Context: an optimization exercise on an open-source flow, tuned for small area and a short achievable clock period. The choices shown serve that exercise and are no tape-out recipe.
Where RTL was checked, it was by simulation tests only, not by an equivalence proof against the original.
For runs 3 and 4, only the layout was checked, not whether the RTL still works.

==> flow/config.mk <==
export PLATFORM = sky130hd
export DESIGN_NAME = sync_fifo_param
export DESIGN_NICKNAME = sync_fifo_param
export VERILOG_FILES = /design/flow/design.v
export SDC_FILE = /design/flow/constraint.sdc
export NUM_CORES = 4
export LEC_CHECK = 0
export CAP_MARGIN = 20
export CORE_MARGIN = 2
export CORE_UTILIZATION = 40
export SLEW_MARGIN = 20
==> flow/constraint.sdc <==
create_clock -name core_clock -period 4.0 [get_ports {sys_clk}]
set_input_delay 0.8000 -clock core_clock [delete_from_list [all_inputs] [get_ports {sys_clk}]]
set_output_delay 0.8000 -clock core_clock [all_outputs]
set_load 0.01 [all_outputs]
==> flow/design.v <==
package fifo_pkg;
    localparam int DEF_DATA_W = 8;
    localparam int DEF_ADDR_W = 8;
    localparam int FIFO_STD  = 0;
    localparam int FIFO_FWFT = 1;
    function automatic int clog2(input int value);
        int r;
        r = 0;
        while ((1 << r) < value) begin
            r = r + 1;
        end
        clog2 = r;
    endfunction
endpackage
module sdp_ram
#(
    parameter int DATA_W = fifo_pkg::DEF_DATA_W,
    parameter int DEPTH  = 1 << fifo_pkg::DEF_ADDR_W,
    parameter int REG_RD = 1,
    localparam int AW    = fifo_pkg::clog2(DEPTH)
) (
    input  logic              clk,
    input  logic              rst,
    input  logic              wr_en,
    input  logic [AW-1:0]     wr_addr,
    input  logic [DATA_W-1:0] wr_data,
    input  logic              rd_en,
    input  logic [AW-1:0]     rd_addr,
    output logic [DATA_W-1:0] rd_data
);
    logic [DATA_W-1:0] mem [DEPTH];
    always_ff @(posedge clk) begin
        if (wr_en) begin
            mem[wr_addr] <= wr_data;
        end
    end
    generate
        if (REG_RD != 0) begin : g_reg_rd
            logic [DATA_W-1:0] q;
            always_ff @(posedge clk or posedge rst) begin
                if (rst) begin
                    q <= '0;
                end else if (rd_en) begin
                    q <= mem[rd_addr];
                end
            end
            assign rd_data = q;
        end else begin : g_async_rd
            logic unused_rd_ctl;
            assign unused_rd_ctl = rst ^ rd_en;
            assign rd_data       = mem[rd_addr];
        end
    endgenerate
endmodule
module sync_fifo_param
#(
    parameter int DATA_W    = fifo_pkg::DEF_DATA_W,
    parameter int ADDR_W    = fifo_pkg::DEF_ADDR_W,
    parameter int AF_THRESH = (1 << ADDR_W) - 2,
    parameter int AE_THRESH = 2,
    parameter int FWFT      = fifo_pkg::FIFO_STD
) (
    input  logic              sys_clk,
    input  logic              sys_rst,
    input  logic              wr_en,
    input  logic [DATA_W-1:0] din,
    input  logic              rd_en,
    output logic [DATA_W-1:0] dout,
    output logic              full,
    output logic              empty,
    output logic              almost_full,
    output logic              almost_empty,
    output logic [ADDR_W:0]   data_count,
    output logic              overflow,
    output logic              underflow
);
    localparam int CW    = ADDR_W + 1;
    localparam int DEPTH = 1 << ADDR_W;
    localparam logic [ADDR_W:0] DEPTH_C = CW'(DEPTH);
    localparam logic [ADDR_W:0] AF_C    = CW'(AF_THRESH);
    localparam logic [ADDR_W:0] AE_C    = CW'(AE_THRESH);
    logic [ADDR_W-1:0] wr_ptr;
    logic [ADDR_W-1:0] rd_ptr;
    logic              wr_acc;
    logic              rd_acc;
    logic [ADDR_W:0]   count_next;
    assign wr_acc = wr_en & ~full;
    assign rd_acc = rd_en & ~empty;
    assign count_next = data_count
                      + CW'(wr_acc)
                      - CW'(rd_acc);
    always_ff @(posedge sys_clk or posedge sys_rst) begin
        if (sys_rst) begin
            wr_ptr       <= '0;
            rd_ptr       <= '0;
            data_count   <= '0;
            full         <= 1'b0;
            empty        <= 1'b1;
            almost_full  <= 1'b0;
            almost_empty <= 1'b1;
            overflow     <= 1'b0;
            underflow    <= 1'b0;
        end else begin
            if (wr_acc) begin
                wr_ptr <= wr_ptr + ADDR_W'(1);
            end
            if (rd_acc) begin
                rd_ptr <= rd_ptr + ADDR_W'(1);
            end
            data_count   <= count_next;
            full         <= (count_next == DEPTH_C);
            empty        <= (count_next == '0);
            almost_full  <= (count_next >= AF_C);
            almost_empty <= (count_next <= AE_C);
            overflow     <= wr_en & full;
            underflow    <= rd_en & empty;
        end
    end
    sdp_ram #(
        .DATA_W (DATA_W),
        .DEPTH  (DEPTH),
        .REG_RD ((FWFT == fifo_pkg::FIFO_FWFT) ? 0 : 1)
    ) u_ram (
        .clk     (sys_clk),
        .rst     (sys_rst),
        .wr_en   (wr_acc),
        .wr_addr (wr_ptr),
        .wr_data (din),
        .rd_en   (rd_acc),
        .rd_addr (rd_ptr),
        .rd_data (dout)
    );
endmodule
==> flow/run.sh <==
#!/bin/bash
# synth_recipe.tcl (not shown) runs the flow's synth.tcl, then flattens the netlist and writes it again
# the make line also repeats each setting of config.mk as NAME=value (left out here)
make -C /OpenROAD-flow-scripts/flow DESIGN_CONFIG=/design/flow/config.mk WORK_HOME=/design/flow/orfs CLKGATE_MAP_FILE= SYNTH_SCRIPT=/design/flow/synth_recipe.tcl finish
==> results_dict.tcl, run 1 <==
set metrics [dict create \
    status "timing/DRC/antenna clean" \
    die_area_mm2 0.208 \
    final-setup-viol-count 0 \
    period_share 0.926 \
    clock_sinks 2087 \
    cpPeakStageDelay_ns 0.80 \
    grt_util_met1 0.297 \
    synth_xor_xnor_area_share 0.00236 \
    postCtsHoldBufs 0 \
    timing.critical_path.max_delay_family "compound AO/OA/AOI/OAI gates" \
    use_met3 0.0396 \
    finalMaxSlewViolations 0 \
    synth_top_family_by_area "multiplexers" \
    route.detailed.drc 0 \
    crit_chain "inv_4, nand2_1, o221ai_1, a21oi_1, a211oi_1, buf_4, o31ai_1, a31o_1" \
    fp-row-count 165 \
    synth_top_area_share 0.753 \
    drt-initial-drc-count 5041 \
    slew_headroom 0.315 \
    grt_usage 0.209 \
    synth.avg_cell_area_um2 20.4 \
    cp_max_fo 29 \
    synth_cells 4014 \
    layout.nets 4556 \
    top_usage_layer "met2" \
    finalHoldViolCount 0 \
    port_buffers 34 \
    yosys_most_used_dff "edfxtp_1" \
    r2r_setup_slack_ns 0.30 \
    area_delta_synth_final_pct 16.3 \
    cts_made_buffers 206 \
    grt.met2_usage 0.331 \
    grt_max_degree 115 \
    overflow 0 \
    die_w_um 456 \
    cp.arrival_ns 4.49 \
    muxShareOfSynthArea 0.150 \
    initial_core_util 0.404 \
    cts_root_buf "clkbuf_16" \
    dp_hpwl_um 140000 \
    reg2reg_depth 8 \
    ys_seq_area_frac 0.764 \
    ys_ff_latch 2087 \
    vias 42500 \
    cts_setup_buffers 0 \
    hold_depth 1 \
    drv_cap 0 \
    placed_area_mm2 0.0885 \
    fillers 16700 \
    h-tree-depth 4 \
    fmax_ghz 0.270 \
    postRouteAntennaNets 0 \
    synth.most_common_cell "edfxtp_1" \
    yosysTopAreaCell "edfxtp_1" \
    yosysWarnings 2 \
    grt_pass1_vias 42300 \
    r2r_end "u_ram.g_reg_rd.q[6]$_DFFE_PP0P_" \
    async_flop_share 0.0187 \
    synth_fa_ha_area_frac 0.00239 \
    yosys.area_share.simple 0.0286 \
    post_cts_resized 0 \
    hold_path_end "u_ram.mem[128][6]$_DFFE_PP_" \
    worstMarginPinSlew_ns 1.03 \
    cts_tree "yes" \
    synth_area_mm2 0.0817 \
    drt-total-wl_um 220000 \
    hold_path.startpoint "din[6]" \
    drive_gt1_frac 0.267 \
    critPathKind "register to register" \
    wl_per_cell_um 29.9 \
    dp_slack_ns -0.153 \
    ys_types 76 \
    die_h_um 456 \
    crit_required_ns 4.79 \
    startpoint_type "register" \
    grt_pass1_wl_um 315000 \
    synth_compound_area_frac 0.0333 \
    antenna_found_initial 6 \
    gp_congestion 0.840 \
    synthTopCellsByArea "edfxtp_1 75%, mux4_2 11%, mux2i_1 3.4%" \
    clk_pin_slew_ns 0.06 \
    firstDrtPassIters 5 \
    worst_slack_ns 0.296 \
    finalCriticalPeriod_ns 3.70 \
    r2r-start "rd_ptr[3]$_DFFE_PP0P_" \
    synth_enable_flop_cells 2048 \
    cp-end-kind "register" \
    top_level_ports 35 \
    cp_slowest_cell "dfrtp_4" \
    vias_per_cell 5.76 \
    insertion_delay_ns 0.86 \
    fin_area_mm2 0.0950 \
    yosys-top-cells-count "2048 x edfxtp_1, 415 x mux4_2, 283 x nor2_1" \
    path_buf_inv 2 \
    grt_setup_unrepaired "false" \
    cts_buffer_depth 3 \
    clock_skew_ns 0.0390 \
    core-area_mm2 0.203 \
    min_path_type "primary input to register" \
]
[worst max-delay path by stage]
stage	start	endpoint	slack, ns	cells after the start
6_report	rd_ptr[3]$_DFFE_PP0P_	u_ram.g_reg_rd.q[6]$_DFFE_PP0P_	0.30	8
3_5_place_dp	wr_en	almost_empty$_DFF_PP1_	-0.15	13
5_1_grt	empty$_DFF_PP1_	almost_empty$_DFF_PP1_	0.30	13
2_1_floorplan	wr_en	almost_empty$_DFF_PP1_	0.32	13
3_3_place_gp	wr_en	almost_empty$_DFF_PP1_	-0.17	13
4_1_cts	rd_ptr[0]$_DFFE_PP0P_	u_ram.g_reg_rd.q[6]$_DFFE_PP0P_	0.36	9
[metal layers]
layer	vias to the layer above	part of all wire	wire length (µm)
met3	311	0.077	16900
met4	2	0.028	6250
met5	-	0.000064	14
met1	22800	0.42	92300
met2	1816	0.48	105000
li1	17600	-	-
[sequential cells by signal, indices dropped and copies added, names as in the netlist]
register	count
almost_empty	1
almost_full	1
underflow	1
rd_ptr	8
u_ram.g_reg_rd.q	8
full	1
overflow	1
data_count	9
u_ram.mem	2048
empty	1
wr_ptr	8
[stage by stage]
stage	cells	util	hold slack [ns]	setup TNS, ns
floorplan	4014	-	0.491	0
global placement	6993	0.437	0.514	-0.455
detailed placement	6993	0.437	0.516	-0.280
CTS	7371	0.469	0.444	0
global route	7371	0.469	0.466	0
finish	7375	0.469	0.477	0
[logic make-up (layout without fill, tap and decap cells)]
group                      Yosys count  after routing
xor gates and xnor gates            22             22
AOI/OAI and AO/OA                  390            390
and+or+nand+nor                    539            539
DFF                               2087           2087
buffers and inverters              257            942
muxes                              704            704
other                                0              4
adders and majority gates           15             15
[layout make-up]
cell class | instances | area, µm² | share of cell area
repair buffers | 542 | 4820 | 0.0508
inverters | 22 | 87.6 | 0.000922
diodes | 4 | 10.0 | 0.000105
multi-input cells | 1670 | 17800 | 0.187
clock inverters | 116 | 1110 | 0.0117
well taps | 2672 | 3340 | 0.0352
flip-flops and latches | 2087 | 62500 | 0.658
clock buffers | 262 | 5400 | 0.0568
[layout by cell type, fill, tap and decap left out, types with 10 or more instances in the layout]
cell and count:
a2111oi_0 12, a211oi_1 24, a21oi_1 93, a221oi_1 12
a22o_1 11, a22oi_1 44, a31oi_1 16, buf_12 51
buf_4 457, bufinv_16 11, clkbuf_1 53, clkbuf_16 206
clkbuf_8 11, clkdlybuf4s50_1 26, clkinv_1 49, clkinv_2 34
dfrtp_1 32, edfxtp_1 2048, ha_1 14, inv_1 15
mux2_2 10, mux2i_1 278, mux4_2 415, nand2_1 102
nand2_2 12, nand3_1 29, nor2_1 282, nor2b_1 21
nor3_1 30, o21ai_0 25, o221ai_1 49, o22ai_1 38
xnor2_1 19
==> inputs of run 2 (changes only) <==
==> flow/design.v (replaced) <==
package fifo_pkg;
    localparam int DEF_DATA_W = 8;
    localparam int DEF_ADDR_W = 8;
    localparam int FIFO_STD  = 0;
    localparam int FIFO_FWFT = 1;
    function automatic int clog2(input int value);
        int r;
        r = 0;
        while ((1 << r) < value) begin
            r = r + 1;
        end
        clog2 = r;
    endfunction
endpackage
module fifo_slot_mux
#(
    parameter int DATA_W = fifo_pkg::DEF_DATA_W
) (
    input  logic [DATA_W-1:0] hd,
    input  logic [DATA_W-1:0] sh,
    input  logic [DATA_W-1:0] ld,
    input  logic [DATA_W-1:0] q,
    input  logic [DATA_W-1:0] n,
    input  logic [DATA_W-1:0] x,
    output logic [DATA_W-1:0] y
);
    assign y = ~((hd & q) | (sh & n) | (ld & x));
endmodule
module sync_fifo_param
#(
    parameter int DATA_W    = fifo_pkg::DEF_DATA_W,
    parameter int ADDR_W    = fifo_pkg::DEF_ADDR_W,
    parameter int AF_THRESH = (1 << ADDR_W) - 2,
    parameter int AE_THRESH = 2
) (
    input  logic              sys_clk,
    input  logic              sys_rst,
    input  logic              wr_en,
    input  logic [DATA_W-1:0] din,
    input  logic              rd_en,
    output logic [DATA_W-1:0] dout,
    output logic              full,
    output logic              empty,
    output logic              almost_full,
    output logic              almost_empty,
    output logic [ADDR_W:0]   data_count,
    output logic              overflow,
    output logic              underflow
);
    localparam int CW    = ADDR_W + 1;
    localparam int DEPTH = 1 << ADDR_W;
    localparam logic [ADDR_W:0] DEPTH_C = CW'(DEPTH);
    localparam logic [ADDR_W:0] AF_C    = CW'(AF_THRESH);
    localparam logic [ADDR_W:0] AE_C    = CW'(AE_THRESH);
    logic              wr_acc;
    logic              rd_acc;
    logic [ADDR_W:0]   count_next;
    logic [ADDR_W:0]   keep;          
    logic              phase;         
    assign wr_acc = wr_en & ~full;
    assign rd_acc = rd_en & ~empty;
    assign count_next = data_count
                      + CW'(wr_acc)
                      - CW'(rd_acc);
    assign keep = data_count - CW'(rd_acc);
    logic [DATA_W*(DEPTH+1)-1:0] q;
    logic [DATA_W*DEPTH-1:0]     d;
    logic [DATA_W-1:0]           x;
    assign q[DATA_W*(DEPTH+1)-1 -: DATA_W] = '0;
    assign x = din ^ {DATA_W{phase}};
    genvar i;
    generate
        for (i = 0; i < DEPTH; i++) begin : g_slot
            logic occ, hd, sh, ld;
            assign occ = (keep > CW'(i));
            assign ld  = ~occ;
            assign hd  = occ & ~rd_acc;
            assign sh  = occ & rd_acc;
            fifo_slot_mux #(.DATA_W(DATA_W)) u_mux (
                .hd ({DATA_W{hd}}),
                .sh ({DATA_W{sh}}),
                .ld ({DATA_W{ld}}),
                .q  (q[DATA_W*i +: DATA_W]),
                .n  (q[DATA_W*(i+1) +: DATA_W]),
                .x  (x),
                .y  (d[DATA_W*i +: DATA_W])
            );
        end
    endgenerate
    always_ff @(posedge sys_clk) begin
        q[DATA_W*DEPTH-1:0] <= d;
    end
    always_ff @(posedge sys_clk or posedge sys_rst) begin
        if (sys_rst) begin
            phase        <= 1'b0;
            data_count   <= '0;
            full         <= 1'b0;
            empty        <= 1'b1;
            almost_full  <= 1'b0;
            almost_empty <= 1'b1;
            overflow     <= 1'b0;
            underflow    <= 1'b0;
            dout         <= '0;
        end else begin
            phase        <= ~phase;
            data_count   <= count_next;
            full         <= (count_next == DEPTH_C);
            empty        <= (count_next == '0);
            almost_full  <= (count_next >= AF_C);
            almost_empty <= (count_next <= AE_C);
            overflow     <= wr_en & full;
            underflow    <= rd_en & empty;
            if (rd_acc) begin
                dout <= q[DATA_W-1:0] ^ {DATA_W{phase}};
            end
        end
    end
endmodule
--- a/flow/config.mk
+++ b/flow/config.mk
@@ -11 +11,2 @@
 export SLEW_MARGIN = 20
+export SYNTH_HIERARCHICAL = 1
==> results_dict.tcl, run 2 <==
set metrics [dict create \
    status "timing/DRC/antenna clean" \
    drt-initial-drc-count 15200 \
    yosys.area_share.simple 0.0466 \
    cts_tree "yes" \
    route.detailed.drc 0 \
    mostFrequentLayoutCells "2048 x a222oi_1, 2048 x dfxtp_1, 728 x buf_4" \
    die_h_um 419 \
    antenna_found_initial 0 \
    overflow 0 \
    area_delta_synth_final_pct 23.8 \
    synth_xor_xnor_area_share 0.00369 \
    dp.cells 8376 \
    ys_ff_latch 2072 \
    gp_congestion 0.968 \
    yosys-top-cells-count "2048 x a222oi_1, 2048 x dfxtp_1, 474 x nor2_1" \
    synth_enable_flop_cells 0 \
    critPathKind "register to register" \
    synth_top_area_share 0.596 \
    dp_slack_ns -0.637 \
    worstMarginPinSlew_ns 1.03 \
    cts_made_buffers 200 \
    grt_usage 0.249 \
    min_path_type "primary input to asynchronous set/reset pin" \
    drt-total-wl_um 229000 \
    async_flop_share 0.0116 \
    largest_reg_flops 2048 \
    startpoint_type "register" \
    postCtsHoldBufs 0 \
    synthTopCellsByArea "dfxtp_1 60%, a222oi_1 30%, nor2_1 2.6%" \
    h-tree-depth 4 \
    antenna_cells 0 \
    crit_required_ns 4.74 \
    vias_per_cell 7.09 \
    initial_core_util 0.402 \
    fp-row-count 152 \
    final-setup-viol-count 0 \
    finalHoldViolCount 0 \
    synth_compound_area_frac 0.330 \
    cts_buffer_depth 3 \
    highest_layer "met4" \
    postRouteAntennaNets 0 \
    r2r_setup_slack_ns 0.07 \
    routed-wl-met2_um 107000 \
    synth.avg_cell_area_um2 12.6 \
    top_regs "q (2048), data_count (9), dout (8)" \
    core-area_mm2 0.171 \
    post-route-util 0.498 \
    clock_skew_ns 0.0541 \
    yosysWarnings 7 \
    clock_sinks 2072 \
    grt_max_degree 156 \
    reg2reg_depth 13 \
    instances_no_fill 8737 \
    drv_cap 0 \
    ys_seq_area_frac 0.605 \
    wl_met3_um 19100 \
    wl_met1_um 97000 \
    synth_area_mm2 0.0688 \
    drive_gt1_frac 0.187 \
    firstDrtPassIters 11 \
    wl_per_cell_um 26.2 \
    cts_root_buf "clkbuf_16" \
    regMostFlops "q" \
    finalMaxSlewViolations 0 \
    endpoint "q[459]$_DFF_P_" \
    top_level_ports 35 \
    finalCriticalPeriod_ns 3.93 \
    yosysTopAreaCell "dfxtp_1" \
    dp_hpwl_um 153000 \
    r2r_end "q[459]$_DFF_P_" \
    layout.nets 6378 \
    cp_max_fo 20 \
    period_share 0.982 \
    worst_slack_ns 0.0727 \
    port_buffers 34 \
    insertion_delay_ns 0.87 \
    slew_headroom 0.313 \
    synth_cells 5459 \
    fmax_ghz 0.255 \
    critPathLaunch "data_count[1]$_DFF_PP0_" \
    die_area_mm2 0.175 \
    die_w_um 419 \
    yosys_most_used_dff "dfxtp_1" \
    synth_fa_ha_area_frac 0.00393 \
    r2r-start "data_count[1]$_DFF_PP0_" \
    ys_types 80 \
    cp.arrival_ns 4.66 \
    muxShareOfSynthArea 0.000309 \
    synth_top_family_by_area "compound AO/OA/AOI/OAI gates" \
    grt_pass1_wl_um 350000 \
    grt_pass1_vias 58600 \
    cp-end-kind "register" \
    vias 62000 \
    post_cts_resized 0 \
    cts_setup_buffers 0 \
    clk_pin_slew_ns 0.06 \
]
run 2: cell count changes after synthesis, sizes merged, moves of 93 or more:
cell	before	now
a222oi	0	2048
dfxtp	0	2048
edfxtp	2048	0
mux4	415	0
mux2i	278	1
nor2	283	476
a21oi	93	223
buf	136	43
run 2: how the worst min path moves through the flow:
stage	start	to	slack, ns	cells past startpoint
6_report	sys_rst	data_count[0]$_DFF_PP0_	0.34	2
5_1_grt	sys_rst	data_count[5]$_DFF_PP0_	0.35	2
4_1_cts	q[1198]$_DFF_P_	q[1190]$_DFF_P_	0.40	1
3_5_place_dp	q[142]$_DFF_P_	q[134]$_DFF_P_	0.43	1
3_3_place_gp	q[1966]$_DFF_P_	q[1958]$_DFF_P_	0.42	1
2_1_floorplan	q[1014]$_DFF_P_	q[1006]$_DFF_P_	0.42	1
run 2: metal layers:
layer | GRT usage | up-vias
met5 | 0 | -
met4 | 0.0806 | 0
met3 | 0.0350 | 327
met2 | 0.404 | 3122
met1 | 0.341 | 31100
li1 | - | 27400
run 2: layout make-up:
cell class,instances,area (µm²)
inverters,35,131
clock inverters,68,886
well taps,2233,2790
multi-input cells,3218,27000
clock buffers,293,5810
fillers,15100,86000
flip-flops and latches,2072,41600
repair buffers,818,6930
run 2: cell families after synthesis:
group                      Yosys count
adders and majority gates           21
xor gates and xnor gates            29
muxes                                2
DFF                               2072
buffers and inverters              176
other                                1
and+or+nand+nor                    738
AOI/OAI and AO/OA                 2420
run 2: per-stage QoR:
step | hold WS (ns) | TNS (ns) | instance area, µm²
CTS | 0.405 | 0 | 84900
floorplan | 0.416 | -711.76 | 69000
detailed placement | 0.426 | -392.66 | 78200
global placement | 0.421 | -345.45 | 78200
finish | 0.338 | 0 | 85200
global route | 0.351 | -0.267 | 85200
run 2: worst max-delay path, cell delays in order (launching register included):
cell	delay, ns
dfrtp_1	0.43
inv_1	0.20
ha_1	0.26
nand2b_1	0.17
a21boi_0	0.11
buf_4	0.17
o31ai_4	0.45
buf_4	0.21
nand4_1	0.12
buf_4	0.21
buf_12	0.16
a21oi_1	0.57
nor2_1	0.30
a222oi_1	0.41
==> inputs of run 3 (changes only) <==
--- a/flow/design.v
+++ b/flow/design.v
@@ -28,2 +28,20 @@
 endmodule
+module fifo_slot_ctl (
+    input  logic free0,
+    input  logic free1,
+    input  logic rd,
+    input  logic rd_n,
+    output logic hd,
+    output logic sh
+);
+    assign hd = ~(free0 | rd);
+    assign sh = ~(free1 | rd_n);
+endmodule
+module fifo_slot_ld (
+    input  logic hd,
+    input  logic sh,
+    output logic ld
+);
+    assign ld = ~(hd | sh);
+endmodule
 module sync_fifo_param
@@ -54,13 +72,11 @@
     localparam logic [ADDR_W:0] AE_C    = CW'(AE_THRESH);
-    logic              wr_acc;
-    logic              rd_acc;
-    logic [ADDR_W:0]   count_next;
-    logic [ADDR_W:0]   keep;          
-    logic              phase;         
+    logic            wr_acc;
+    logic            rd_acc;
+    logic            inc;
+    logic            dec;
+    logic            phase;          
     assign wr_acc = wr_en & ~full;
     assign rd_acc = rd_en & ~empty;
-    assign count_next = data_count
-                      + CW'(wr_acc)
-                      - CW'(rd_acc);
-    assign keep = data_count - CW'(rd_acc);
+    assign inc    = wr_acc & ~rd_acc;
+    assign dec    = rd_acc & ~wr_acc;
     logic [DATA_W*(DEPTH+1)-1:0] q;
@@ -68,2 +84,3 @@
     logic [DATA_W-1:0]           x;
+    logic [DEPTH:0]              free;    
     assign q[DATA_W*(DEPTH+1)-1 -: DATA_W] = '0;
@@ -72,8 +89,20 @@
     generate
+        for (i = 0; i <= DEPTH; i++) begin : g_free
+            assign free[i] = (data_count <= CW'(i));
+        end
         for (i = 0; i < DEPTH; i++) begin : g_slot
-            logic occ, hd, sh, ld;
-            assign occ = (keep > CW'(i));
-            assign ld  = ~occ;
-            assign hd  = occ & ~rd_acc;
-            assign sh  = occ & rd_acc;
+            logic hd, sh, ld;
+            fifo_slot_ctl u_ctl (
+                .free0 (free[i]),
+                .free1 (free[i+1]),
+                .rd    (rd_acc),
+                .rd_n  (~rd_acc),
+                .hd    (hd),
+                .sh    (sh)
+            );
+            fifo_slot_ld u_ld (
+                .hd (hd),
+                .sh (sh),
+                .ld (ld)
+            );
             fifo_slot_mux #(.DATA_W(DATA_W)) u_mux (
@@ -91,2 +120,27 @@
         q[DATA_W*DEPTH-1:0] <= d;
+    end
+    logic [ADDR_W:0] count_up, count_dn, count_next;
+    logic            full_next, empty_next, af_next, ae_next;
+    assign count_up = data_count + CW'(1);
+    assign count_dn = data_count - CW'(1);
+    always_comb begin
+        if (inc) begin
+            count_next = count_up;
+            full_next  = (count_up == DEPTH_C);
+            empty_next = 1'b0;
+            af_next    = (count_up >= AF_C);
+            ae_next    = (count_up <= AE_C);
+        end else if (dec) begin
+            count_next = count_dn;
+            full_next  = 1'b0;
+            empty_next = (count_dn == '0);
+            af_next    = (count_dn >= AF_C);
+            ae_next    = (count_dn <= AE_C);
+        end else begin
+            count_next = data_count;
+            full_next  = full;
+            empty_next = empty;
+            af_next    = almost_full;
+            ae_next    = almost_empty;
+        end
     end
@@ -106,6 +160,6 @@
             data_count   <= count_next;
-            full         <= (count_next == DEPTH_C);
-            empty        <= (count_next == '0);
-            almost_full  <= (count_next >= AF_C);
-            almost_empty <= (count_next <= AE_C);
+            full         <= full_next;
+            empty        <= empty_next;
+            almost_full  <= af_next;
+            almost_empty <= ae_next;
             overflow     <= wr_en & full;
--- a/flow/config.mk
+++ b/flow/config.mk
@@ -9,3 +9,5 @@
 export CORE_MARGIN = 2
-export CORE_UTILIZATION = 40
+export CORE_UTILIZATION = 65
+export CTS_BUF_LIST = sky130_fd_sc_hd__clkbuf_8
+export SETUP_SLACK_MARGIN = 1.6
 export SLEW_MARGIN = 20
==> results_dict.tcl, run 3 <==
set metrics [dict create \
    synth.avg_cell_area_um2 12.3 \
    worst_endpoint_kind "sequential cell input" \
    clock_sinks 2072 \
    status "stopped before the end" \
    ys_seq_area_frac 0.602 \
    cts_root_buf "clkbuf_8" \
    stop_stage "global routing (5_1_grt)" \
    synth_enable_flop_cells 0 \
    yosysWarnings 7 \
    h-tree-depth 5 \
    synth_cells 5605 \
    dp_slack_ns 0.459 \
    worstEndpointGrtRepair "q[1622]$_DFF_P_/D" \
    overflow 309 \
    ys_ff_latch 2072 \
    die_h_um 330 \
    cts_made_buffers 326 \
    ys_types 65 \
    async_flop_share 0.0116 \
    grt_max_degree 131 \
    stop_error "[ERROR GRT-0232] Routing congestion too high. Check the congestion heatmap in the GUI." \
    synth_top_area_share 0.594 \
    yosys_most_used_dff "dfxtp_1" \
    antenna_found_initial 35 \
    grt_usage 0.856 \
    placed_area_mm2 0.0725 \
    synthTopCellsByArea "dfxtp_1 59%, a222oi_1 30%, nor2_1 4.7%" \
    port_buffers 34 \
    top_level_ports 35 \
    synth_area_mm2 0.0691 \
    dp_hpwl_um 135000 \
    initial_core_util 0.655 \
    die_w_um 330 \
    gp_congestion 0.996 \
    fp-row-count 119 \
    yosysTopAreaCell "dfxtp_1" \
    postCtsHoldBufs 0 \
    cts_buffer_depth 4 \
    yosys-top-cells-count "2048 x a222oi_1, 2048 x dfxtp_1, 856 x nor2_1" \
]
## run 3: cell count changes after synthesis, moves of 11 or more
| cell | change |
|---|---|
| or2_2 | -11 |
| nand2_1 | +22 |
| ha_1 | -13 |
| buf_2 | -17 |
| a211oi_1 | -17 |
| nand3_1 | -22 |
| inv_1 | -25 |
| nor3_1 | -77 |
| nor2_1 | +382 |
| clkbuf_1 | -47 |
| a21oi_1 | -126 |
| o21bai_1 | +86 |
## run 3: cells by family after synthesis
| family | after synthesis | share of synthesized area |
|---|---|---|
| AOI/OAI and AO/OA | 2376 | 0.327 |
| buffers and inverters | 91 | 0.00542 |
| adders and majority gates | 7 | 0.00127 |
| muxes | 3 | 0.000435 |
| DFF | 2072 | 0.602 |
| other | 1 | 0.0000543 |
| xor gates and xnor gates | 26 | 0.00330 |
| and+or+nand+nor | 1029 | 0.0601 |
## run 3: routing by layer
metal,global-route usage,GRT overflow
met5,0.577,3
met4,0.836,126
met3,0.776,19
met2,0.963,138
met1,0.849,23
## run 3: worst min-delay path by stage
| stage | endpoint | slack (ns) | depth (start not counted) |
|---|---|---|---|
| floorplan | q[1006]$_DFF_P_ | 0.42 | 1 |
| global placement | q[1534]$_DFF_P_ | 0.42 | 1 |
| detailed placement | q[1414]$_DFF_P_ | 0.43 | 1 |
| CTS | dout[7]$_DFFE_PP0P_ | 0.21 | 2 |
## run 3: metrics by stage
step / setup TNS, ns / std cells / util
after floorplan: -3271.28 / 5612 / -
after CTS: 0 / 7943 / 0.835
after global placement: 0 / 7099 / 0.688
after detailed placement: 0 / 7099 / 0.688
## run 3: what timing repair did
action | in CTS
pin swaps | 270
buffers inserted | 239
cloned | 53
gates resized for setup | 1935
setup endpoints to repair | 2082
## run 3: Yosys stat by module, one instance, submodules excluded, a selection
module           copies in the design  cell area (µm²)  cells
fifo_slot_ctl                     256             7.51      2
fifo_slot_ld                      256             3.75      1
sync_fifo_param                     1            45700   2789
==> inputs of run 4 (changes only) <==
--- a/flow/design.v
+++ b/flow/design.v
@@ -28,2 +28,10 @@
 endmodule
+module fifo_slot_free (
+    input  logic gt_hi,
+    input  logic eq_hi,
+    input  logic gt_lo,
+    output logic free
+);
+    assign free = ~(gt_hi | (eq_hi & gt_lo));
+endmodule
 module fifo_slot_ctl (
@@ -40,7 +48,8 @@
 module fifo_slot_ld (
-    input  logic hd,
-    input  logic sh,
+    input  logic free0,
+    input  logic free1,
+    input  logic rd,
     output logic ld
 );
-    assign ld = ~(hd | sh);
+    assign ld = free0 | (free1 & rd);
 endmodule
@@ -77,4 +86,12 @@
     logic            phase;          
-    assign wr_acc = wr_en & ~full;
-    assign rd_acc = rd_en & ~empty;
+    logic [ADDR_W:0] ncount;         
+    logic            nfull;          
+    logic            nempty;         
+    logic [ADDR_W:0] count;
+    logic [15:0]     gt_hi;          
+    logic [15:0]     eq_hi;          
+    logic [14:0]     gt_lo;          
+    assign count = ~ncount;
+    assign wr_acc = wr_en & nfull;
+    assign rd_acc = rd_en & nempty;
     assign inc    = wr_acc & ~rd_acc;
@@ -89,5 +106,11 @@
     generate
-        for (i = 0; i <= DEPTH; i++) begin : g_free
-            assign free[i] = (data_count <= CW'(i));
-        end
+        for (i = 0; i < DEPTH; i++) begin : g_free
+            fifo_slot_free u_free (
+                .gt_hi (gt_hi[i/16]),
+                .eq_hi (eq_hi[i/16]),
+                .gt_lo ((i % 16 == 15) ? 1'b0 : gt_lo[(i % 16 == 15) ? 0 : i % 16]),
+                .free  (free[i])
+            );
+        end
+        assign free[DEPTH] = 1'b1;
         for (i = 0; i < DEPTH; i++) begin : g_slot
@@ -103,5 +126,6 @@
             fifo_slot_ld u_ld (
-                .hd (hd),
-                .sh (sh),
-                .ld (ld)
+                .free0 (free[i]),
+                .free1 (free[i+1]),
+                .rd    (rd_acc),
+                .ld    (ld)
             );
@@ -123,4 +147,4 @@
     logic            full_next, empty_next, af_next, ae_next;
-    assign count_up = data_count + CW'(1);
-    assign count_dn = data_count - CW'(1);
+    assign count_up = count + CW'(1);
+    assign count_dn = count - CW'(1);
     always_comb begin
@@ -139,7 +163,18 @@
         end else begin
-            count_next = data_count;
-            full_next  = full;
-            empty_next = empty;
-            af_next    = almost_full;
-            ae_next    = almost_empty;
+            count_next = count;
+            full_next  = (count == DEPTH_C);
+            empty_next = (count == '0);
+            af_next    = (count >= AF_C);
+            ae_next    = (count <= AE_C);
+        end
+    end
+    logic [15:0] gt_hi_next, eq_hi_next;
+    logic [14:0] gt_lo_next;
+    always_comb begin
+        for (int a = 0; a < 16; a++) begin
+            gt_hi_next[a] = (count_next[ADDR_W:4] >  5'(a));
+            eq_hi_next[a] = (count_next[ADDR_W:4] == 5'(a));
+        end
+        for (int b = 0; b < 15; b++) begin
+            gt_lo_next[b] = (count_next[3:0] > 4'(b));
         end
@@ -148,3 +183,9 @@
         if (sys_rst) begin
+            gt_hi        <= '0;
+            eq_hi        <= 16'h0001;
+            gt_lo        <= '0;
             phase        <= 1'b0;
+            ncount       <= '1;
+            nfull        <= 1'b1;
+            nempty       <= 1'b0;
             data_count   <= '0;
@@ -158,3 +199,9 @@
         end else begin
+            gt_hi        <= gt_hi_next;
+            eq_hi        <= eq_hi_next;
+            gt_lo        <= gt_lo_next;
             phase        <= ~phase;
+            ncount       <= ~count_next;
+            nfull        <= ~full_next;
+            nempty       <= ~empty_next;
             data_count   <= count_next;
@@ -164,4 +211,4 @@
             almost_empty <= ae_next;
-            overflow     <= wr_en & full;
-            underflow    <= rd_en & empty;
+            overflow     <= wr_en & ~nfull;
+            underflow    <= rd_en & ~nempty;
             if (rd_acc) begin
--- a/flow/config.mk
+++ b/flow/config.mk
@@ -9,5 +9,4 @@
 export CORE_MARGIN = 2
-export CORE_UTILIZATION = 65
-export CTS_BUF_LIST = sky130_fd_sc_hd__clkbuf_8
-export SETUP_SLACK_MARGIN = 1.6
+export CORE_UTILIZATION = 40
+export SETUP_SLACK_MARGIN = 1.8
 export SLEW_MARGIN = 20
==> results_dict.tcl, run 4 <==
set metrics [dict create \
    synth_top_area_share 0.574 \
    ys_types 72 \
    cp_max_fo 5 \
    finalCriticalPeriod_ns 2.43 \
    antenna_cells 0 \
    cts_buffer_depth 3 \
    top_level_ports 35 \
    cts_made_buffers 209 \
    yosys_most_used_dff "dfxtp_1" \
    vias 61000 \
    synthTopCellsByArea "dfxtp_1 57%, a222oi_1 29%, a21oi_2 3.1%" \
    regMostFlops "q" \
    largest_reg_flops 2048 \
    regArea_mm2 0.0431 \
    fmax_ghz 0.412 \
    fillers 15600 \
    dp_hpwl_um 133000 \
    wl_per_cell_um 26.3 \
    synth_enable_flop_cells 0 \
    crit_required_ns 4.73 \
    top_regs "q (2048), eq_hi (16), gt_hi (16)" \
    drv_cap 0 \
    die_w_um 427 \
    cp.arrival_ns 3.16 \
    gp_congestion 0.843 \
    period_share 0.607 \
    clk_pin_slew_ns 0.06 \
    startpoint_type "register" \
    finalHoldViolCount 0 \
    ys_ff_latch 2129 \
    antenna_found_initial 0 \
    layout.nets 5998 \
    status "timing/DRC/antenna clean" \
    port_buffers 34 \
    yosysTopAreaCell "dfxtp_1" \
    overflow 0 \
    multiInputGateArea_mm2 0.0290 \
    die_h_um 427 \
    route.detailed.drc 0 \
    vias_per_cell 7.16 \
    yosys-top-cells-count "2048 x a222oi_1, 2048 x dfxtp_1, 528 x nor2_1" \
    grt_usage 0.232 \
    die_area_mm2 0.182 \
    drt-initial-drc-count 14400 \
    min_path_type "register to register" \
    yosysWarnings 7 \
    finalMaxSlewViolations 0 \
    drive_gt1_frac 0.171 \
    async_flop_share 0.0380 \
    drt-total-wl_um 224000 \
    grt_max_degree 114 \
    clock_skew_ns 0.0496 \
    postRouteAntennaNets 0 \
    final.setup.tns_ns 0 \
    worst_slack_ns 1.57 \
    h-tree-depth 4 \
    synth.avg_cell_area_um2 13.1 \
    ys_seq_area_frac 0.603 \
    area_delta_synth_final_pct 19.8 \
    firstDrtPassIters 13 \
    fin_hold_ws_ns 0.414 \
    synth_area_mm2 0.0714 \
    cts_root_buf "clkbuf_16" \
    grt_pass1_wl_um 344000 \
    insertion_delay_ns 0.86 \
    cts_tree "yes" \
    grt_setup_unrepaired "true" \
    fp-row-count 155 \
    core-area_mm2 0.178 \
    critPathKind "register to register" \
    grt_pass1_vias 58700 \
    synth_cells 5464 \
    initial_core_util 0.401 \
    clock_sinks 2129 \
    slew_headroom 0.266 \
    dp_slack_ns 0.234 \
    final-setup-viol-count 0 \
    cp-end-kind "register" \
    mostFrequentLayoutCells "2048 x a222oi_1, 2048 x dfxtp_1, 517 x nor2_1" \
    worstMarginPinSlew_ns 1.10 \
]
[run 4: path summary, 6_finish.rpt]
check / endpoint / startpoint / cells past startpoint / slack (ns)
max: almost_empty$_DFF_PP1_ / ncount[0]$_DFF_PP1_ / 7 / 1.57
min: q[1166]$_DFF_P_ / q[1174]$_DFF_P_ / 1 / 0.41
max reg2reg: almost_empty$_DFF_PP1_ / ncount[0]$_DFF_PP1_ / 7 / 1.57
min reg2reg: q[1166]$_DFF_P_ / q[1174]$_DFF_P_ / 1 / 0.41
max in group asynchronous: ncount[5]$_DFF_PP1_ / sys_rst / 3 / 2.63
min in group asynchronous: nempty$_DFF_PP0_ / sys_rst / 2 / 0.48
[run 4: cell families after synthesis]
group / after synthesis / synth area share
XOR/XNOR: 27 / 0.00357
buffers and inverters: 42 / 0.00338
other: 2 / 0.000105
AO/OA/AOI/OAI: 2623 / 0.351
adder cells (fa/ha/maj): 8 / 0.00133
multiplexers: 1 / 0.000140
flip-flops: 2129 / 0.603
AND/OR/NAND/NOR: 632 / 0.0377
[run 4: cell type report]
type | instances | share of cell area
Clock buffer | 303 | 0.0724
Clock inverter | 84 | 0.0128
Sequential cell | 2129 | 0.504
Inverter | 19 | 0.00134
Timing Repair Buffer | 301 | 0.0359
Timing Repair inverter | 3 | 0.000482
Tap cell | 2355 | 0.0344
Multi-Input combinational cell | 3317 | 0.339
[run 4: critical path: stages, from the launching register on]
cell and delay (ns):
dfstp_2 0.43, inv_4 0.11, ha_4 0.16, or3b_4 0.44
nor3_2 0.37, and4_1 0.36, o211ai_1 0.11, o211ai_1 0.31
[run 4: stage by stage]
stage / utilization / cell area [µm²] / cells
final: 0.481 / 85600 / 8511
after global routing: 0.481 / 85600 / 8511
after CTS: 0.477 / 85000 / 8476
after detailed placement: 0.431 / 76700 / 8040
after global placement: 0.431 / 76700 / 8037
after floorplan: - / 71700 / 5488
[run 4: modules after synthesis, one instance, submodules excluded, excerpt]
module	flip-flops and latches	cells inside	cell area, µm²	copies in the design
fifo_slot_free	0	1	8.76	256
fifo_slot_ld	0	1	7.51	256
sync_fifo_param	2129	2392	44900	1
fifo_slot_ctl	0	2	7.51	256
[run 4: routing by layer]
layer  vias to the layer above  track usage  wire length [µm]
li1                      26900            -                 -
met1                     30700        0.311             93700
met2                      2993        0.375            104000
met3                       408       0.0366             18100
met4                         0       0.0935              8060
met5                         -            0                 0
[run 4: what timing repair did]
item / CTS / global route
setup endpoints to repair: 2115 / 1556
pin swaps: 25 / 20
endpoints found under the hold margin: 0 / 0
hold buffers: 0 / 0
cloned: 5 / 4
resized for setup: 207 / 74
setup buffers: 44 / 31
==> inputs of run 5 (changes only) <==
--- a/flow/design.v
+++ b/flow/design.v
@@ -29,8 +29,8 @@
 module fifo_slot_free (
-    input  logic gt_hi,
-    input  logic eq_hi,
-    input  logic gt_lo,
+    input  logic le_hi,
+    input  logic ne_hi,
+    input  logic le_lo,
     output logic free
 );
-    assign free = ~(gt_hi | (eq_hi & gt_lo));
+    assign free = le_hi & (ne_hi | le_lo);
 endmodule
@@ -90,5 +90,5 @@
     logic [ADDR_W:0] count;
-    logic [15:0]     gt_hi;          
-    logic [15:0]     eq_hi;          
-    logic [14:0]     gt_lo;          
+    logic [15:0]     le_hi;          
+    logic [15:0]     ne_hi;          
+    logic [14:0]     le_lo;          
     assign count = ~ncount;
@@ -108,5 +108,5 @@
             fifo_slot_free u_free (
-                .gt_hi (gt_hi[i/16]),
-                .eq_hi (eq_hi[i/16]),
-                .gt_lo ((i % 16 == 15) ? 1'b0 : gt_lo[(i % 16 == 15) ? 0 : i % 16]),
+                .le_hi (le_hi[i/16]),
+                .ne_hi (ne_hi[i/16]),
+                .le_lo ((i % 16 == 15) ? 1'b1 : le_lo[(i % 16 == 15) ? 0 : i % 16]),
                 .free  (free[i])
@@ -170,11 +170,11 @@
     end
-    logic [15:0] gt_hi_next, eq_hi_next;
-    logic [14:0] gt_lo_next;
+    logic [15:0] le_hi_next, ne_hi_next;
+    logic [14:0] le_lo_next;
     always_comb begin
         for (int a = 0; a < 16; a++) begin
-            gt_hi_next[a] = (count_next[ADDR_W:4] >  5'(a));
-            eq_hi_next[a] = (count_next[ADDR_W:4] == 5'(a));
+            le_hi_next[a] = (count_next[ADDR_W:4] <= 5'(a));
+            ne_hi_next[a] = (count_next[ADDR_W:4] != 5'(a));
         end
         for (int b = 0; b < 15; b++) begin
-            gt_lo_next[b] = (count_next[3:0] > 4'(b));
+            le_lo_next[b] = (count_next[3:0] <= 4'(b));
         end
@@ -183,5 +183,5 @@
         if (sys_rst) begin
-            gt_hi        <= '0;
-            eq_hi        <= 16'h0001;
-            gt_lo        <= '0;
+            le_hi        <= '1;
+            ne_hi        <= 16'hfffe;
+            le_lo        <= '1;
             phase        <= 1'b0;
@@ -199,5 +199,5 @@
         end else begin
-            gt_hi        <= gt_hi_next;
-            eq_hi        <= eq_hi_next;
-            gt_lo        <= gt_lo_next;
+            le_hi        <= le_hi_next;
+            ne_hi        <= ne_hi_next;
+            le_lo        <= le_lo_next;
             phase        <= ~phase;
--- a/flow/config.mk
+++ b/flow/config.mk
@@ -10,3 +10,5 @@
 export CORE_UTILIZATION = 40
-export SETUP_SLACK_MARGIN = 1.8
+export CTS_CLUSTER_DIAMETER = 100
+export CTS_CLUSTER_SIZE = 25
+export SETUP_SLACK_MARGIN = 1.9
 export SLEW_MARGIN = 20
==> results_dict.tcl, run 5 <==
set metrics [dict create \
    r2r_end "le_lo[14]$_DFF_PP1_" \
    yosysWarnings 7 \
    finalHoldViolCount 0 \
    synth_area_mm2 0.0709 \
    grt_usage 0.227 \
    period_share 0.565 \
    synth_enable_flop_cells 0 \
    regMostFlops "q" \
    clock_sinks 2129 \
    min_path_type "register to register" \
    critPathKind "register to register" \
    overflow 0 \
    synth.avg_cell_area_um2 13.0 \
    status "timing/DRC/antenna clean" \
    port_buffers 34 \
    hold_path.startpoint "q[350]$_DFF_P_" \
    fmax_ghz 0.442 \
    top_level_ports 35 \
    drt-initial-drc-count 14800 \
    final.setup.tns_ns 0 \
    firstDrtPassIters 13 \
    insertion_delay_ns 0.78 \
    antenna_found_initial 4 \
    clock_skew_ns 0.0408 \
    cp_max_fo 7 \
    yosys_most_used_dff "dfxtp_1" \
    drive_gt1_frac 0.112 \
    route.detailed.drc 0 \
    finalMaxSlewViolations 0 \
    cts_tree "yes" \
    cts_buffer_depth 3 \
    async_flop_share 0.0380 \
    dp_hpwl_um 130000 \
    fp-row-count 154 \
    synth_top_area_share 0.578 \
    drv_cap 0 \
    slew_headroom 0.454 \
    hold_path_end "q[342]$_DFF_P_" \
    grt_pass1_wl_um 335000 \
    die_w_um 425 \
    wl_per_cell_um 27.7 \
    hold_depth 1 \
    gp_congestion 0.833 \
    synthTopCellsByArea "dfxtp_1 58%, a222oi_1 29%, nor2_1 2.8%" \
    die_area_mm2 0.181 \
    ys_ff_latch 2129 \
    ys_types 56 \
    top_regs "q (2048), le_hi (16), ne_hi (16)" \
    reg2reg_depth 9 \
    drt-total-wl_um 225000 \
    grt_pass1_vias 56700 \
    worstMarginPinSlew_ns 0.819 \
    grt_max_degree 137 \
    initial_core_util 0.403 \
    h-tree-depth 3 \
    yosys-top-cells-count "2048 x a222oi_1, 2048 x dfxtp_1, 533 x nor2_1" \
    yosysTopAreaCell "dfxtp_1" \
    cts_root_buf "clkbuf_16" \
    area_delta_synth_final_pct 13.7 \
    cp.arrival_ns 2.94 \
    r2r_setup_slack_ns 1.74 \
    die_h_um 425 \
    layout.nets 5805 \
    finalCriticalPeriod_ns 2.26 \
    core-area_mm2 0.176 \
    ys_seq_area_frac 0.608 \
    clk_pin_slew_ns 0.10 \
    synth_cells 5446 \
    cp-end-kind "register" \
    grt_setup_unrepaired "true" \
    vias 60100 \
    vias_per_cell 7.37 \
    cts_made_buffers 95 \
    postRouteAntennaNets 0 \
    final-setup-viol-count 0 \
    crit_required_ns 4.68 \
    r2r-start "ncount[1]$_DFF_PP1_" \
    largest_reg_flops 2048 \
    mostFrequentLayoutCells "2048 x a222oi_1, 2048 x dfxtp_1, 366 x nor2_1" \
    startpoint_type "register" \
]
[run 5: cell count changes in the layout (fill, tap and decap cells not counted), moves of 33 or more]
cell	before	now
a21oi_2	256	10
clkinv_2	45	0
dfstp_2	8	41
o21a_1	0	257
buf_4	201	103
clkbuf_8	51	1
clkbuf_16	217	107
nor2_2	11	162
nor2_1	517	366
[run 5: per-module statistics from Yosys (local to each module, per instance), excerpt]
| module | copies in the design | area [µm²] |
|---|---|---|
| sync_fifo_param | 1 | 44600 |
| fifo_slot_ld | 256 | 7.51 |
| fifo_slot_ctl | 256 | 7.51 |
| fifo_slot_free | 256 | 7.51 |
[run 5: worst max-delay path, stage by stage (launching register included)]
cell        delay (ns)
dfstp_4           0.70
clkinvlp_4        0.14
buf_6             0.13
buf_6             0.12
ha_4              0.34
nor2_4            0.05
o31ai_4           0.33
inv_2             0.13
nor2_4            0.16
nand3_2           0.09
[run 5: routing by layer]
layer / track usage / vias to the layer above / wire, µm
li1: - / 26300 / -
met1: 0.315 / 30400 / 95600
met2: 0.368 / 3076 / 105000
met3: 0.0301 / 340 / 17800
met4: 0.0697 / 0 / 6700
met5: 0 / - / 0
[run 5: how the worst max path moves through the flow]
| stage | start | to | slack [ns] |
|---|---|---|---|
| floorplan | rd_en | ne_hi[0]$_DFF_PP0_ | -3.94 |
| global placement | rd_en | ne_hi[15]$_DFF_PP1_ | 0.42 |
| detailed placement | rd_en | q[324]$_DFF_P_ | 0.55 |
| CTS | data_count[8]$_DFF_PP0_ | data_count[8] | 1.70 |
| global route | nempty$_DFF_PP0_ | ne_hi[0]$_DFF_PP0_ | 1.70 |
| finish | ncount[1]$_DFF_PP1_ | le_lo[14]$_DFF_PP1_ | 1.74 |
[run 5: through the flow]
| stage | cell area [µm²] | util | worst slack, ns | instances | hold slack, ns |
|---|---|---|---|---|---|
| final | 80600 | 0.458 | 1.74 | 8152 | 0.433 |
| after global routing | 80600 | 0.458 | 1.70 | 8151 | 0.395 |
| after CTS | 79200 | 0.450 | 1.70 | 8100 | 0.431 |
| after detailed placement | 75400 | 0.428 | 0.552 | 7897 | 0.434 |
| after global placement | 75400 | 0.428 | 0.419 | 7897 | 0.426 |
| after floorplan | 71100 | - | -3.94 | 5470 | 0.416 |
[run 5: repair_timing]
item	in CTS	in global routing
pin swaps	27	37
cloned	6	14
hold buffers	0	0
resized for setup	187	250
setup endpoints to repair	2132	1110
setup buffers	77	36
[run 5: logic make-up (layout without fill, tap and decap cells)]
kind of cell	Yosys count	count (layout)	share of synthesized area
buffers and inverters	33	372	0.00207
AO/OA/AOI/OAI	2617	2617	0.349
XOR/XNOR	26	27	0.00385
other	2	28	0.000106
AND/OR/NAND/NOR	630	630	0.0355
adder cells (fa/ha/maj)	6	6	0.00106
multiplexers	3	3	0.000424
flip-flops	2129	2129	0.608
[run 5: final cells by class]
| class | instances | area [µm²] |
|---|---|---|
| sequential | 2129 | 43200 |
| antenna | 2 | 5.00 |
| fill | 15900 | 95500 |
| timing repair buffer | 235 | 2980 |
| multi-input combinational | 3309 | 28800 |
| clock inverter | 7 | 103 |
| inverter | 17 | 103 |
| clock buffer | 113 | 2480 |
| tap | 2340 | 2930 |
==> inputs of run 6 (changes only) <==
--- a/flow/config.mk
+++ b/flow/config.mk
@@ -9,3 +9,3 @@
 export CORE_MARGIN = 2
-export CORE_UTILIZATION = 40
+export CORE_UTILIZATION = 50
 export CTS_CLUSTER_DIAMETER = 100
==> results_dict.tcl, run 6 <==
set metrics [dict create \
    drv_cap 0 \
    antenna_found_initial 9 \
    regArea_mm2 0.0432 \
    cts_root_buf "clkbuf_16" \
    ys_seq_area_frac 0.608 \
    cp-end-kind "output port" \
    async_flop_share 0.0380 \
    h-tree-depth 3 \
    grt_pass1_vias 55200 \
    firstDrtPassIters 17 \
    layout.nets 5810 \
    ys_ff_latch 2129 \
    critPathKind "register to output port" \
    finalCriticalPeriod_ns 2.31 \
    synth_cells 5446 \
    worstMarginPinSlew_ns 0.862 \
    top_level_ports 35 \
    regMostFlops "q" \
    die_area_mm2 0.145 \
    drt-initial-drc-count 14400 \
    fp-row-count 138 \
    yosysTopAreaCell "dfxtp_1" \
    grt_usage 0.275 \
    slew_headroom 0.425 \
    clock_skew_ns 0.0307 \
    cts_made_buffers 95 \
    startpoint_type "register" \
    hold_path_end "q[1614]$_DFF_P_" \
    core-area_mm2 0.141 \
    cp_max_fo 1 \
    top_regs "q (2048), le_hi (16), ne_hi (16)" \
    path_buf_inv 1 \
    gp_congestion 0.822 \
    yosys_most_used_dff "dfxtp_1" \
    wl_per_cell_um 28.5 \
    cp.arrival_ns 1.51 \
    min_path_type "register to register" \
    initial_core_util 0.503 \
    overflow 0 \
    area_delta_synth_final_pct 12.7 \
    cts_tree "yes" \
    synth.avg_cell_area_um2 13.0 \
    status "timing/DRC/antenna clean" \
    crit_required_ns 3.20 \
    synth_area_mm2 0.0709 \
    drt-total-wl_um 220000 \
    placed_area_mm2 0.0749 \
    cts_buffer_depth 3 \
    clk_pin_slew_ns 0.10 \
    synth_enable_flop_cells 0 \
    fillers 11800 \
    r2r_setup_slack_ns 1.77 \
    grt_max_degree 159 \
    timing.critical_path.max_delay_family "flip-flops" \
    synth_top_area_share 0.578 \
    fmax_ghz 0.434 \
    r2r-start "nfull$_DFF_PP1_" \
    die_h_um 381 \
    insertion_delay_ns 0.75 \
    vias_per_cell 7.73 \
    port_buffers 34 \
    largest_reg_flops 2048 \
    yosys-top-cells-count "2048 x a222oi_1, 2048 x dfxtp_1, 533 x nor2_1" \
    finalHoldViolCount 0 \
    drive_gt1_frac 0.109 \
    grt_setup_unrepaired "true" \
    synthTopCellsByArea "dfxtp_1 58%, a222oi_1 29%, nor2_1 2.8%" \
    mostFrequentLayoutCells "2048 x a222oi_1, 2048 x dfxtp_1, 384 x nor2_1" \
    hold_path.startpoint "q[1622]$_DFF_P_" \
    clock_sinks 2129 \
    r2r_end "le_hi[0]$_DFF_PP1_" \
    final-setup-viol-count 0 \
    period_share 0.576 \
    die_w_um 381 \
    finalMaxSlewViolations 0 \
    critPathLaunch "almost_empty$_DFF_PP1_" \
    cpPeakStageDelay_ns 0.63 \
    dp_hpwl_um 128000 \
    grt_pass1_wl_um 327000 \
    vias 59600 \
    reg2reg_depth 8 \
    cp_slowest_cell "dfstp_2" \
    multiInputGateArea_mm2 0.0287 \
    route.detailed.drc 0 \
    fin_area_mm2 0.0799 \
    hold_depth 1 \
    yosysWarnings 7 \
    ys_types 56 \
    crit_chain "buf_6" \
    postRouteAntennaNets 0 \
]
## run 6: cell counts after synthesis
No cell type changed its count.
## run 6: area by class of cell
type	count	share of cell area
well taps	1890	0.0296
diodes	1	0.0000313
repair buffers	241	0.0367
clock buffers	121	0.0322
flip-flops and latches	2129	0.540
clock inverters	4	0.000579
multi-input cells	3308	0.359
inverters	17	0.00133
## run 6: how the worst max path moves through the flow
stage	end	depth (start not counted)
after floorplan	ne_hi[0]$_DFF_PP0_	8
after global placement	le_hi[8]$_DFF_PP1_	9
after detailed placement	le_hi[8]$_DFF_PP1_	9
after CTS	almost_empty	1
after global routing	almost_empty	1
final	almost_empty	1
## run 6: metrics by stage
stage / TNS [ns] / utilization / cells / hold WS, ns / worst slack, ns
2_1_floorplan: -7408.25 / - / 5470 / 0.416 / -3.94
3_3_place_gp: 0 / 0.531 / 7458 / 0.427 / 0.214
3_5_place_dp: 0 / 0.531 / 7458 / 0.431 / 0.206
4_1_cts: 0 / 0.556 / 7645 / 0.437 / 1.66
5_1_grt: 0 / 0.566 / 7710 / 0.459 / 1.65
6_report: 0 / 0.566 / 7711 / 0.438 / 1.69
## run 6: timing repair
item	in CTS	in global routing
setup buffers	59	53
gates resized for setup	195	217
endpoints found under the setup margin	2130	1970
pin swaps	16	28
gates cloned	3	12
hold endpoints to repair	0	0
hold buffers	0	0
## run 6: kinds of logic (layout without fill, tap and decap cells)
family | count (synthesis) | in the layout | share of synthesized area
muxes | 3 | 3 | 0.000424
DFF | 2129 | 2129 | 0.608
other | 2 | 27 | 0.000106
buffers and inverters | 33 | 383 | 0.00207
and+or+nand+nor | 630 | 630 | 0.0355
xor gates and xnor gates | 26 | 26 | 0.00385
adders and majority gates | 6 | 6 | 0.00106
AOI/OAI and AO/OA | 2617 | 2617 | 0.349
## run 6: modules after synthesis (local to each module, per instance), a selection
module | flops+latches | times used
fifo_slot_ctl | 0 | 256
fifo_slot_free | 0 | 256
fifo_slot_ld | 0 | 256
sync_fifo_param | 2129 | 1
## run 6: routing by layer
layer	wire (µm)	GRT usage	up-vias
li1	-	-	26300
met1	95100	0.392	30100
met2	101000	0.441	2896
met3	17600	0.0310	299
met4	5750	0.0811	2
met5	11	0	-
==> inputs of run 7 (changes only) <==
--- a/flow/design.v
+++ b/flow/design.v
@@ -88,3 +88,5 @@
     logic            nfull;          
-    logic            nempty;         
+    logic            empty_i;        
+    logic            empty_q;        
+    logic            aempty_q;       
     logic [ADDR_W:0] count;
@@ -95,3 +97,3 @@
     assign wr_acc = wr_en & nfull;
-    assign rd_acc = rd_en & nempty;
+    assign rd_acc = rd_en & ~empty_i;
     assign inc    = wr_acc & ~rd_acc;
@@ -170,13 +172,44 @@
     end
-    logic [15:0] le_hi_next, ne_hi_next;
-    logic [14:0] le_lo_next;
+    logic [15:0] le_hi_next, ne_hi_next, le_hi_up, ne_hi_up, le_hi_dn, ne_hi_dn;
+    logic [14:0] le_lo_next, le_lo_up, le_lo_dn;
+    logic        lo15, lo0;
+    assign lo15 = ~le_lo[14];
+    assign lo0  = le_lo[0];
     always_comb begin
-        for (int a = 0; a < 16; a++) begin
-            le_hi_next[a] = (count_next[ADDR_W:4] <= 5'(a));
-            ne_hi_next[a] = (count_next[ADDR_W:4] != 5'(a));
-        end
-        for (int b = 0; b < 15; b++) begin
-            le_lo_next[b] = (count_next[3:0] <= 4'(b));
-        end
-    end
+        le_lo_up[0] = lo15;
+        for (int b = 1; b < 15; b++) begin
+            le_lo_up[b] = le_lo[b-1] | lo15;
+        end
+        for (int b = 0; b < 14; b++) begin
+            le_lo_dn[b] = le_lo[b+1] & ~lo0;
+        end
+        le_lo_dn[14] = ~lo0;
+        le_hi_up[0] = lo15 ? 1'b0 : le_hi[0];
+        ne_hi_up[0] = lo15 ? 1'b1 : ne_hi[0];
+        for (int a = 1; a < 16; a++) begin
+            le_hi_up[a] = lo15 ? le_hi[a-1] : le_hi[a];
+            ne_hi_up[a] = lo15 ? ne_hi[a-1] : ne_hi[a];
+        end
+        for (int a = 0; a < 15; a++) begin
+            le_hi_dn[a] = lo0 ? le_hi[a+1] : le_hi[a];
+            ne_hi_dn[a] = lo0 ? ne_hi[a+1] : ne_hi[a];
+        end
+        le_hi_dn[15] = lo0 ? 1'b1  : le_hi[15];
+        ne_hi_dn[15] = lo0 ? nfull : ne_hi[15];
+        if (inc) begin
+            le_hi_next = le_hi_up;
+            ne_hi_next = ne_hi_up;
+            le_lo_next = le_lo_up;
+        end else if (dec) begin
+            le_hi_next = le_hi_dn;
+            ne_hi_next = ne_hi_dn;
+            le_lo_next = le_lo_dn;
+        end else begin
+            le_hi_next = le_hi;
+            ne_hi_next = ne_hi;
+            le_lo_next = le_lo;
+        end
+    end
+    assign empty        = ~empty_q;
+    assign almost_empty = ~aempty_q;
     always_ff @(posedge sys_clk or posedge sys_rst) begin
@@ -189,8 +222,8 @@
             nfull        <= 1'b1;
-            nempty       <= 1'b0;
+            empty_i      <= 1'b1;
             data_count   <= '0;
             full         <= 1'b0;
-            empty        <= 1'b1;
+            empty_q      <= 1'b0;
             almost_full  <= 1'b0;
-            almost_empty <= 1'b1;
+            aempty_q     <= 1'b0;
             overflow     <= 1'b0;
@@ -205,10 +238,10 @@
             nfull        <= ~full_next;
-            nempty       <= ~empty_next;
+            empty_i      <= empty_next;
             data_count   <= count_next;
             full         <= full_next;
-            empty        <= empty_next;
+            empty_q      <= ~empty_next;
             almost_full  <= af_next;
-            almost_empty <= ae_next;
+            aempty_q     <= ~ae_next;
             overflow     <= wr_en & ~nfull;
-            underflow    <= rd_en & ~nempty;
+            underflow    <= rd_en & empty_i;
             if (rd_acc) begin
==> results_dict.tcl, run 7 <==
set metrics [dict create \
    fin_hold_ws_ns 0.434 \
    mostFrequentLayoutCells "2048 x a222oi_1, 2048 x dfxtp_1, 264 x nor2_1" \
    port_buffers 34 \
    ys_seq_area_frac 0.603 \
    finalHoldViolCount 0 \
    h-tree-depth 3 \
    cts_root_buf "clkbuf_16" \
    fp-row-count 138 \
    drt-total-wl_um 242000 \
    grt_usage 0.296 \
    cts_made_buffers 95 \
    top_regs "q (2048), le_hi (16), ne_hi (16)" \
    clock_sinks 2130 \
    grt_pass1_vias 57300 \
    finalCriticalPeriod_ns 2.26 \
    wl_met3_um 22800 \
    core-area_mm2 0.142 \
    fillers 11500 \
    cp_max_fo 6 \
    worstMarginPinSlew_ns 0.884 \
    die_h_um 382 \
    cpPeakStageDelay_ns 0.58 \
    firstDrtPassIters 14 \
    dp_hpwl_um 127000 \
    postCtsHoldBufs 0 \
    synth.avg_cell_area_um2 12.9 \
    drt-initial-drc-count 16200 \
    clk_pin_slew_ns 0.10 \
    wl_met1_um 103000 \
    overflow 0 \
    startpoint_type "register" \
    period_share 0.564 \
    grt_pass1_wl_um 348000 \
    highest_layer "met5" \
    slew_headroom 0.411 \
    antenna_cells 0 \
    die_w_um 382 \
    ys_ff_latch 2130 \
    synth_top_family_by_area "compound AO/OA/AOI/OAI gates" \
    synthTopCellsByArea "dfxtp_1 57%, a222oi_1 29%, nor2_1 2.9%" \
    clock_skew_ns 0.0388 \
    drive_gt1_frac 0.177 \
    route.detailed.drc 0 \
    yosysTopAreaCell "dfxtp_1" \
    path_buf_inv 2 \
    worst_slack_ns 1.74 \
    cts_tree "yes" \
    fmax_ghz 0.443 \
    finalMaxSlewViolations 0 \
    wl_per_cell_um 30.9 \
    synth_top_area_share 0.573 \
    cp_slowest_cell "dfstp_2" \
    die_area_mm2 0.146 \
    initial_core_util 0.505 \
    vias 61600 \
    insertion_delay_ns 0.74 \
    layout.nets 5945 \
    crit_chain "nand2b_4, clkinvlp_4, buf_8, ha_4, nor2_2, nand3_2, o21a_1" \
    postRouteAntennaNets 0 \
    vias_per_cell 7.86 \
    grt_setup_unrepaired "true" \
    largest_reg_flops 2048 \
    status "timing/DRC/antenna clean" \
    synth_cells 5555 \
    synth_compound_area_frac 0.349 \
    timing.critical_path.max_delay_family "simple AND/OR/NAND/NOR gates" \
    grt_max_degree 126 \
    synth_area_mm2 0.0715 \
    synth_fa_ha_area_frac 0.00140 \
    synth_xor_xnor_area_share 0.00392 \
    yosys-top-cells-count "2048 x a222oi_1, 2048 x dfxtp_1, 556 x nor2_1" \
    yosys_most_used_dff "dfxtp_1" \
    area_delta_synth_final_pct 18.6 \
    async_flop_share 0.0385 \
    antenna_found_initial 4 \
    yosysWarnings 7 \
    gp_congestion 0.836 \
    synth_enable_flop_cells 0 \
    crit_required_ns 4.63 \
    dp_slack_ns 0.746 \
    yosys.area_share.simple 0.0355 \
    routed-wl-met2_um 110000 \
    critPathKind "register to register" \
    cts_buffer_depth 3 \
    muxShareOfSynthArea 0.00448 \
    cp.arrival_ns 2.89 \
    cp-end-kind "register" \
    drv_cap 0 \
    final-setup-viol-count 0 \
    min_path_type "register to register" \
    regMostFlops "q" \
    top_level_ports 35 \
    ys_types 57 \
]
run 7: through the flow:
step / instances / cell area [µm²] / utilization / TNS, ns
5_1_grt: 7836 / 84900 / 0.599 / 0
2_1_floorplan: 5579 / 71800 / - / -9155.08
3_5_place_dp: 7554 / 75400 / 0.532 / 0
4_1_cts: 7742 / 82000 / 0.579 / 0
3_3_place_gp: 7554 / 75400 / 0.532 / 0
6_report: 7836 / 84900 / 0.599 / 0
run 7: logic make-up after synthesis:
group / count (synthesis)
XOR/XNOR: 32
AND/OR/NAND/NOR: 640
multiplexers: 32
other: 2
AO/OA/AOI/OAI: 2660
adder cells (fa/ha/maj): 8
flip-flops: 2130
buffers and inverters: 51
run 7: layer usage:
metal	vias to the layer above	GRT usage
met2	3182	0.470
met4	2	0.0785
met5	-	0
li1	26800	-
met3	365	0.0427
met1	31200	0.423
run 7: repair_timing:
item                                    4_1_cts  5_1_grt
resized for setup                           772      343
setup buffers                                41       49
pin swaps                                     6      652
gates cloned                                 29       45
endpoints found under the setup margin     2135     2096
run 7: final timing paths:
path                       slack [ns]                    end         startpoint  cells after the start
max reg2reg                      1.74        nfull$_DFF_PP1_  empty_i$_DFF_PP1_                      7
max in group asynchronous        2.56  ne_hi[13]$_DFFE_PP1P_            sys_rst                      3
min reg2reg                      0.43        q[1713]$_DFF_P_    q[1721]$_DFF_P_                      1
min in group asynchronous        0.52        phase$_DFF_PP0_            sys_rst                      2
max                              1.74        nfull$_DFF_PP1_  empty_i$_DFF_PP1_                      7
min                              0.43        q[1713]$_DFF_P_    q[1721]$_DFF_P_                      1
run 7: worst reg2reg max path, cell delays in order, from the launching register on:
cell and delay, ns:
dfstp_2 0.58, nand2b_4 0.19, clkinvlp_4 0.18, buf_8 0.21
ha_4 0.20, nor2_2 0.27, nand3_2 0.19, o21a_1 0.32
run 7: layout make-up:
cell class	count	area, µm²	area share
clock buffer	117	2500	0.0295
timing repair buffer	278	4230	0.0498
clock inverter	1	20.0	0.000236
tap	1890	2360	0.0279
sequential	2130	43200	0.509
multi-input combinational	3398	32500	0.382
inverter	22	93.8	0.00111
run 7: per-module statistics from Yosys (local to each module, per instance), excerpt:
module	area, µm²	cells inside
fifo_slot_ld	7.51	1
sync_fifo_param	45300	2483
fifo_slot_ctl	7.51	2
fifo_slot_free	7.51	1

==> separate check: timing with driven ports <==
The flow's constraints put no driver on any port. The routed layouts listed below were extracted and timed again, unchanged, in two steps.
Step 1: set_driving_cell puts a clkbuf_16 on sys_clk and a buf_2 on each other input, an assumption about the parent block.
Step 2 also shifts input and output timing later by t, the mid clock arrival at the registers, as if the neighbouring blocks saw the same clock.
Slacks: ideal ports / drivers / drivers and shift; pairs: ideal ports / drivers.
run | t (ns) | slack for setup (ns) | worst hold slack (ns) | clock arrival spread, ns
run 1 | 0.918 | 0.296 / 0.296 / -0.199 | 0.477 / 0.428 / 0.514 | 0.046 / 0.046
run 2 | 0.933 | 0.073 / 0.073 / -0.680 | 0.338 / 0.270 / 0.414 | 0.061 / 0.061
run 4 | 0.918 | 1.570 / 1.570 / 0.802 | 0.414 / 0.414 / 0.414 | 0.058 / 0.058
run 5 | 0.837 | 1.739 / 1.693 / 1.048 | 0.433 / 0.375 / 0.433 | 0.043 / 0.043
run 6 | 0.812 | 1.695 / 1.615 / 1.026 | 0.438 / 0.438 / 0.438 | 0.033 / 0.033
run 7 | 0.807 | 1.742 / 1.696 / 1.095 | 0.434 / 0.434 / 0.434 | 0.050 / 0.051
With both steps, setup timing fails in run 1 and run 2, where it was met with ideal ports. The setup slack of run 4, which loses most, moves by 0.000 ns with the drivers and by -0.768 ns with both steps.
